This is an optimization exercise on Yosys and OpenROAD, whose aim is small area, not a production implementation. Only simulation tests tie the RTL to the original design; equivalence was not proved.

==> run M: inputs <==
Design sme_top, start of the top module:
module sme_top (
    input  logic       clk,
    input  logic       rst_n,
    input  logic [7:0] chardata,
    input  logic       isstring,
    input  logic       ispattern,
    output logic       out_valid,
    output logic       match,
    output logic [4:0] match_index
);
    localparam logic [7:0] CHR_START = 8'h5E;    
    localparam logic [7:0] CHR_END   = 8'h24;    
    localparam logic [7:0] CHR_ANY   = 8'h2E;    
    localparam logic [7:0] CHR_SPACE = 8'h20;
    localparam logic [1:0] ST_IDLE = 2'd0;
    localparam logic [1:0] ST_WAIT = 2'd1;
    localparam logic [1:0] ST_SCAN = 2'd2;
    localparam logic [1:0] ST_END  = 2'd3;
    logic isstring_d;
    logic ispattern_d;
    logic sstart;
    logic pstart;
    logic pend;
    always_ff @(posedge clk) begin
        isstring_d <= isstring;
    end
    always_ff @(posedge clk or negedge rst_n) begin
        if (!rst_n) ispattern_d <= 1'b0;
        else        ispattern_d <= ispattern;
    end
    assign sstart = isstring & ~isstring_d;
    assign pstart = ispattern & ~ispattern_d;
    assign pend   = ispattern_d & ~ispattern;
    logic [255:0] sring;     
    logic [4:0]   ph;        
    logic [4:0]   rem;       
    logic [7:0]   ch;
    always_ff @(posedge clk) begin
        sring <= {(isstring ? chardata : sring[7:0]), sring[255:8]};
        ph    <= sstart ? 5'd1 : ph + 5'd1;
        rem   <= isstring ? 5'd1 : {rem[3:0], rem[4] ^ rem[2] ^ (rem[3:0] == 4'd0)};
    end
    assign ch = sring[7:0];
    logic [63:0] pring;      
    logic [2:0]  rotl;       
    logic [2:0]  rotf;       
    logic [7:0]  first;
    logic [7:0]  last;
    logic        anch;
    logic        lastdol;
    logic        caret_only; 
    logic [2:0]  lenm1;      
    logic [4:0]  idx;
    logic        result_now;
    logic        in_caret;
    logic        in_dol;
    logic [7:0]  in_elem;
    assign in_caret = (chardata == CHR_START);
    assign in_dol   = (chardata == CHR_END);
    assign in_elem  = (in_caret | in_dol) ? CHR_SPACE : chardata;
    always_ff @(posedge clk) begin
        pring <= {(ispattern ? in_elem : pring[7:0]), pring[63:8]};
        rotl  <= ispattern ? 3'd0 : rotl + 3'd1;
        rotf  <= pstart    ? 3'd0 : rotf + 3'd1;
  ...
==> module sme_top, before the edit <==
module sme_top (
    input  logic       clk,
    input  logic       rst_n,
    input  logic [7:0] chardata,
    input  logic       isstring,
    input  logic       ispattern,
    output logic       out_valid,
    output logic       match,
    output logic [4:0] match_index
);
    localparam logic [7:0] CHR_START = 8'h5E;    
    localparam logic [7:0] CHR_END   = 8'h24;    
    localparam logic [7:0] CHR_ANY   = 8'h2E;    
    localparam logic [7:0] CHR_SPACE = 8'h20;
    localparam logic [1:0] ST_IDLE = 2'd0;
    localparam logic [1:0] ST_WAIT = 2'd1;
    localparam logic [1:0] ST_SCAN = 2'd2;
    localparam logic [1:0] ST_END  = 2'd3;
    logic isstring_d;
    logic ispattern_d;
    logic sstart;
    logic pstart;
    logic pend;
    always_ff @(posedge clk) begin
        isstring_d <= isstring;
    end
    always_ff @(posedge clk or negedge rst_n) begin
        if (!rst_n) ispattern_d <= 1'b0;
        else        ispattern_d <= ispattern;
    end
    assign sstart = isstring & ~isstring_d;
    assign pstart = ispattern & ~ispattern_d;
    assign pend   = ispattern_d & ~ispattern;
    logic [255:0] sring;     
    logic [4:0]   ph;        
    logic [4:0]   rem;       
    logic [7:0]   ch;
    always_ff @(posedge clk) begin
        sring <= {(isstring ? chardata : sring[7:0]), sring[255:8]};
        ph    <= sstart ? 5'd1 : ph + 5'd1;
        rem   <= isstring ? 5'd1 : {rem[3:0], rem[4] ^ rem[2] ^ (rem[3:0] == 4'd0)};
    end
    assign ch = sring[7:0];
    logic [63:0] pring;      
    logic [2:0]  rotl;       
    logic [2:0]  rotf;       
    logic [7:0]  first;
    logic [7:0]  last;
    logic        anch;
    logic        lastdol;
    logic        caret_only; 
    logic [2:0]  lenm1;      
    logic [4:0]  idx;
    logic        result_now;
    logic        in_caret;
    logic        in_dol;
    logic [7:0]  in_elem;
    assign in_caret = (chardata == CHR_START);
    assign in_dol   = (chardata == CHR_END);
    assign in_elem  = (in_caret | in_dol) ? CHR_SPACE : chardata;
    always_ff @(posedge clk) begin
        pring <= {(ispattern ? in_elem : pring[7:0]), pring[63:8]};
        rotl  <= ispattern ? 3'd0 : rotl + 3'd1;
        rotf  <= pstart    ? 3'd0 : rotf + 3'd1;
        if (pstart)    anch       <= in_caret;
        if (ispattern) lastdol    <= in_dol;
    end
    assign lenm1      = rotf - rotl;
    assign caret_only = anch & (lenm1 == 3'd0);
    always_comb begin
        for (int i = 0; i < 8; i++) begin
            first[i] = (rotf == 3'(7 - i));
            last[i]  = (rotl == 3'(7 - i));
        end
    end
    logic       ph0;
    logic [7:0] rst_q;       
    logic [7:0] r_next;
    logic       full;
    logic       end_hit;
    assign ph0 = (ph == 5'd0);
    always_comb begin
        for (int i = 0; i < 8; i++) begin
            logic [7:0] e;
            logic       m;
            logic       chain;
            e         = pring[8*i +: 8];
            m         = (e == CHR_ANY) || (e == ch);
            chain     = ph0 ? (first[(i + 7) % 8] & anch) : rst_q[i];
            r_next[i] = (first[i] | chain) & m;
        end
    end
    always_ff @(posedge clk) begin
        rst_q <= r_next;
    end
    assign full    = |(last & r_next);
    assign end_hit = lastdol & (|(last & (first | rst_q)));
    logic [1:0] state;
    logic       go;
    logic       scanning;
    logic       hit;
    logic       lastc;
    logic       result_hit;
    assign go       = (state == ST_WAIT) || (state == ST_IDLE && pend);
    assign scanning = (state == ST_SCAN) || (go && ph0);
    assign hit      = full | caret_only;
    assign lastc    = (rem == 5'd0);
    assign result_now = (scanning && hit) || (state == ST_END);
    assign result_hit = scanning ? hit : end_hit;
    always_ff @(posedge clk or negedge rst_n) begin
        if (!rst_n) begin
            state <= ST_IDLE;
        end else if (scanning) begin
            state <= hit ? ST_IDLE : (lastc ? ST_END : ST_SCAN);
        end else if (go) begin
            state <= ST_WAIT;
        end else begin
            state <= ST_IDLE;
        end
    end
    always_ff @(posedge clk or negedge rst_n) begin
        if (!rst_n) begin
            out_valid <= 1'b0;
            match     <= 1'b0;
        end else begin
            out_valid <= result_now;
            match     <= result_now & result_hit;
        end
    end
    assign idx         = ph - {2'd0, lenm1} - 5'd1 + {4'd0, anch & (lenm1 != 3'd0)};
    assign match_index = idx & {5{match}};
endmodule
clock: 8.0 ns
lec_check: 0
abc_area: 0
cap_margin: 20
core_margin: 2
core_utilization: 70
slew_margin: 20
standard.sh (not shown) runs the stock make flow with config.mk's settings and CLKGATE_MAP_FILE= SYNTH_SCRIPT=/design/flow/synth_recipe.tcl, a recipe that flattens the netlist after the stock synthesis.
==> flow/flow/run.sh <==
#!/bin/bash
# The standard layout (standard.sh) with three changed knobs:
#  - adders are left to abc rather than mapped to adder cells, and abc
#    maps the logic with an area-oriented script (flow/area.abc); the rest
#    of the standard synthesis, and so every register, is unchanged
#  - the port buffers are buf_1
#  - the clock tree uses clkbuf_4 and no dummy loads
# Each tool's full output stays in its log under orfs/logs; make's output
# goes to standard_make.log.
set -euo pipefail
HERE=$(pwd)

orig_synth=$(grep -o 'SYNTH_SCRIPT=[^ ]*' standard.sh | head -1 | cut -d= -f2-)
orig_synth=${orig_synth//\'/}
cat > "$HERE/flow_synth.tcl" <<EOT
proc extract_fa {args} { puts "extract_fa skipped: adders go to abc" }
proc abc {args} {
  set i [lsearch -exact \$args -script]
  if {\$i >= 0} { set args [lreplace \$args \$i [expr {\$i + 1}]] }
  yosys abc -script $HERE/flow/area.abc {*}\$args
}
source $orig_synth
EOT
sed "s#SYNTH_SCRIPT=[^ ]*#SYNTH_SCRIPT=$HERE/flow_synth.tcl#" standard.sh > standard_area.sh

export BUFFER_PORTS_ARGS="-buffer_cell sky130_fd_sc_hd__buf_1"
export CTS_ARGS="-sink_clustering_enable -repair_clock_nets -sink_clustering_size 12 -sink_clustering_max_diameter 40 -buf_list sky130_fd_sc_hd__clkbuf_4 -dont_use_dummy_load"
bash standard_area.sh > standard_make.log 2>&1
==> flow/flow/area.abc <==
strash
&get -n
&fraig -x
&put
scorr
dc2
strash
&get -n
&deepsyn -T 10
&dch -f
&nf -R 1000 -p
&put
==> inputs of run E, as changes to run M <==
--- a/flow/design.v
+++ b/flow/design.v
@@ -41,7 +41,8 @@
         ph    <= sstart ? 5'd1 : ph + 5'd1;
         rem   <= isstring ? 5'd1 : {rem[3:0], rem[4] ^ rem[2] ^ (rem[3:0] == 4'd0)};
     end
-    assign ch = sring[7:0];
+    logic in_end;
+    assign ch = in_end ? CHR_SPACE : sring[7:0];
     logic [63:0] pring;      
     logic [2:0]  rotl;       
     logic [2:0]  rotf;       
@@ -52,7 +53,6 @@
     logic        caret_only; 
     logic [2:0]  lenm1;      
     logic [4:0]  idx;
-    logic        result_now;
     logic        in_caret;
     logic        in_dol;
     logic [7:0]  in_elem;
@@ -87,7 +87,7 @@
             logic       chain;
             e         = pring[8*i +: 8];
             m         = (e == CHR_ANY) || (e == ch);
-            chain     = ph0 ? (first[(i + 7) % 8] & anch) : rst_q[i];
+            chain     = (ph0 & ~in_end) ? (first[(i + 7) % 8] & anch) : rst_q[i];
             r_next[i] = (first[i] | chain) & m;
         end
     end
@@ -95,14 +95,16 @@
         rst_q <= r_next;
     end
     assign full    = |(last & r_next);
-    assign end_hit = lastdol & (|(last & (first | rst_q)));
+    assign end_hit = lastdol & full;
     logic [1:0] state;
     logic       go;
     logic       scanning;
     logic       hit;
     logic       lastc;
+    logic       result_now;
     logic       result_hit;
     assign go       = (state == ST_WAIT) || (state == ST_IDLE && pend);
+    assign in_end   = (state == ST_END);
     assign scanning = (state == ST_SCAN) || (go && ph0);
     assign hit      = full | caret_only;
     assign lastc    = (rem == 5'd0);
==> flow/run.sh (new file) <==
#!/bin/bash
# synth_recipe.tcl (not shown) runs the flow's synth.tcl, then flattens the netlist and writes it again
# the make line also repeats each setting of config.mk as NAME=value (left out here)
make -C /OpenROAD-flow-scripts/flow DESIGN_CONFIG=/design/flow/config.mk WORK_HOME=/design/flow/orfs CLKGATE_MAP_FILE= SYNTH_SCRIPT=/design/flow/synth_recipe.tcl finish
--- a/flow/config.mk
+++ b/flow/config.mk
@@ -9,4 +9,7 @@
 export CAP_MARGIN = 20
 export CORE_MARGIN = 2
 export CORE_UTILIZATION = 70
+export CTS_BUF_LIST = sky130_fd_sc_hd__clkbuf_4
+export CTS_CLUSTER_DIAMETER = 40
+export CTS_CLUSTER_SIZE = 12
 export SLEW_MARGIN = 20
removed: flow/flow/run.sh
removed: flow/flow/area.abc
removed: flow/standard.sh
==> inputs of run F, as changes to run M <==
--- a/flow/design.v
+++ b/flow/design.v
@@ -39,7 +39,7 @@
     always_ff @(posedge clk) begin
         sring <= {(isstring ? chardata : sring[7:0]), sring[255:8]};
         ph    <= sstart ? 5'd1 : ph + 5'd1;
-        rem   <= isstring ? 5'd1 : {rem[3:0], rem[4] ^ rem[2] ^ (rem[3:0] == 4'd0)};
+        rem   <= isstring ? 5'd31 : rem - 5'd1;
     end
     assign ch = sring[7:0];
     logic [63:0] pring;      
@@ -50,8 +50,8 @@
     logic        anch;
     logic        lastdol;
     logic        caret_only; 
-    logic [2:0]  lenm1;      
-    logic [4:0]  idx;
+    logic [4:0]  dcnt;       
+    logic        dinc;
     logic        result_now;
     logic        in_caret;
     logic        in_dol;
@@ -65,9 +65,10 @@
         rotf  <= pstart    ? 3'd0 : rotf + 3'd1;
         if (pstart)    anch       <= in_caret;
         if (ispattern) lastdol    <= in_dol;
+        dcnt  <= pstart ? ph + 5'd1 : dcnt + {4'd0, dinc};
     end
-    assign lenm1      = rotf - rotl;
-    assign caret_only = anch & (lenm1 == 3'd0);
+    assign dinc = ispattern ? (rotf == 3'd0) & anch : ~result_now;
+    assign caret_only = anch & (rotf == rotl);
     always_comb begin
         for (int i = 0; i < 8; i++) begin
             first[i] = (rotf == 3'(7 - i));
@@ -128,6 +129,5 @@
             match     <= result_now & result_hit;
         end
     end
-    assign idx         = ph - {2'd0, lenm1} - 5'd1 + {4'd0, anch & (lenm1 != 3'd0)};
-    assign match_index = idx & {5{match}};
+    assign match_index = dcnt & {5{match}};
 endmodule
==> flow/flow/run.sh (replaced) <==
#!/bin/bash
# The standard layout with two changed knobs: smaller port buffers and a
# clock tree without dummy loads. Each tool's output goes to its own log.
set -euo pipefail
export BUFFER_PORTS_ARGS="-buffer_cell sky130_fd_sc_hd__buf_1"
export CTS_ARGS="-sink_clustering_enable -repair_clock_nets -sink_clustering_size 20 -sink_clustering_max_diameter 50 -buf_list sky130_fd_sc_hd__clkbuf_8 -dont_use_dummy_load"
bash standard.sh > standard_make.log 2>&1
--- a/flow/config.mk
+++ b/flow/config.mk
@@ -9,4 +9,7 @@
 export CAP_MARGIN = 20
 export CORE_MARGIN = 2
 export CORE_UTILIZATION = 70
+export CTS_BUF_LIST = sky130_fd_sc_hd__clkbuf_8
+export CTS_CLUSTER_DIAMETER = 50
+export CTS_CLUSTER_SIZE = 20
 export SLEW_MARGIN = 20
removed: flow/flow/area.abc
==> impl_metrics.env <==
export IMPL_status="finished clean"
export IMPL_dpl_hpwl_mm=9.86
export IMPL_critPathArrivalTime_ns=3.95
export IMPL_fin_util_pct=75.6
export IMPL_endpoint_kind="flop"
export IMPL_min_period_ns=3.57
export IMPL_buffer_area_share_pct=0.678
export IMPL_route_met2_wl_mm=6.97
export IMPL_endpoint="dcnt[4]"
export IMPL_signal_buffers=18
export IMPL_postSynthAreaPerCell_sq_um=14.1
export IMPL_root_buffer="clkbuf_8"
export IMPL_nNetsFinal=726
export IMPL_multi_input_cells=280
export IMPL_yosysSeqAreaShare_pct=76.3
export IMPL_vias_per_cell=5.28
export IMPL_path_clk_slew_ns=0.11
The numbers above come from run F.

==> impl_metrics.env <==
export IMPL_buffer_area_share_pct=0.716
export IMPL_endpoint_kind="primary output"
export IMPL_path_clk_slew_ns=0.12
export IMPL_multi_input_cells=265
export IMPL_grt_first_pass_wirelength_mm=22.4
export IMPL_nNetsFinal=706
export IMPL_vias_per_cell=5.24
export IMPL_route_met2_wl_mm=5.98
export IMPL_cpPeakStageDelay_ns=0.42
export IMPL_min_period_ns=5.04
export IMPL_yosysSeqAreaShare_pct=79.9
export IMPL_endpoint="match_index[4]"
export IMPL_multi_input_area_share_pct=18.1
export IMPL_dpl_hpwl_mm=8.96
export IMPL_fin_util_pct=75.4
export IMPL_yosysTopAreaCellShare_pct=77.8
export IMPL_signal_buffers=18
export IMPL_status="finished clean"
export IMPL_clockBufferCount=36
The numbers above come from run M.

==> impl_metrics.env <==
export IMPL_yosysSeqAreaShare_pct=73.5
export IMPL_endpoint_kind="primary output"
export IMPL_route_met2_wl_mm=7.43
export IMPL_inverters_excl_clock=16
export IMPL_postSynthAreaPerCell_sq_um=13.4
export IMPL_clk_latency_ns=0.65
export IMPL_path_clk_slew_ns=0.11
export IMPL_p_switching_uw=815
export IMPL_buffer_area_share_pct=1.81
export IMPL_max_slew_margin_pct=49.3
export IMPL_status="finished clean"
export IMPL_dpl_hpwl_mm=10.9
export IMPL_vias_per_cell=5.65
export IMPL_root_buffer="clkbuf_4"
export IMPL_signal_buffers=19
export IMPL_nNetsFinal=788
export IMPL_multi_input_cells=328
export IMPL_min_period_ns=5.78
export IMPL_endpoint="match_index[4]"
export IMPL_cp_common_cell="fa_1"
The numbers above come from run E.

==> static timing again, ports no longer ideal <==
The results above use ideal ports. As a check the final layouts listed here were re-extracted and re-timed, cells and wires unchanged. Step 1 (the two cells are an assumption about what drives the block):
set clk [get_ports {clk}]
set_driving_cell -lib_cell sky130_fd_sc_hd__clkbuf_16 $clk
set_driving_cell -lib_cell sky130_fd_sc_hd__buf_2 [delete_from_list [all_inputs] $clk]
Step 2 also shifts input and output timing later by t, the mid clock arrival at the registers, as if the neighbouring blocks saw the same clock. a / b / c = ideal ports / drivers / drivers and shift; a / b = the first two.
run	shift t [ns]	setup WS [ns]	hold slack, ns	worst setup path at the end	worst register clock-pin slew, ns
run M	0.609	2.956 / 2.919 / 3.527	0.311 / 0.311 / 0.311	register to output	0.12 / 0.12
run E	0.662	2.219 / 2.182 / 2.844	0.292 / 0.292 / 0.292	register to output	0.12 / 0.12
run F	0.543	4.425 / 4.426 / 3.883	0.267 / 0.267 / 0.267	input to register	0.11 / 0.11
After both steps every run listed still meets setup and hold. The setup slack of run F, which loses most, moves by +0.001 ns with the drivers and by -0.542 ns with both steps.
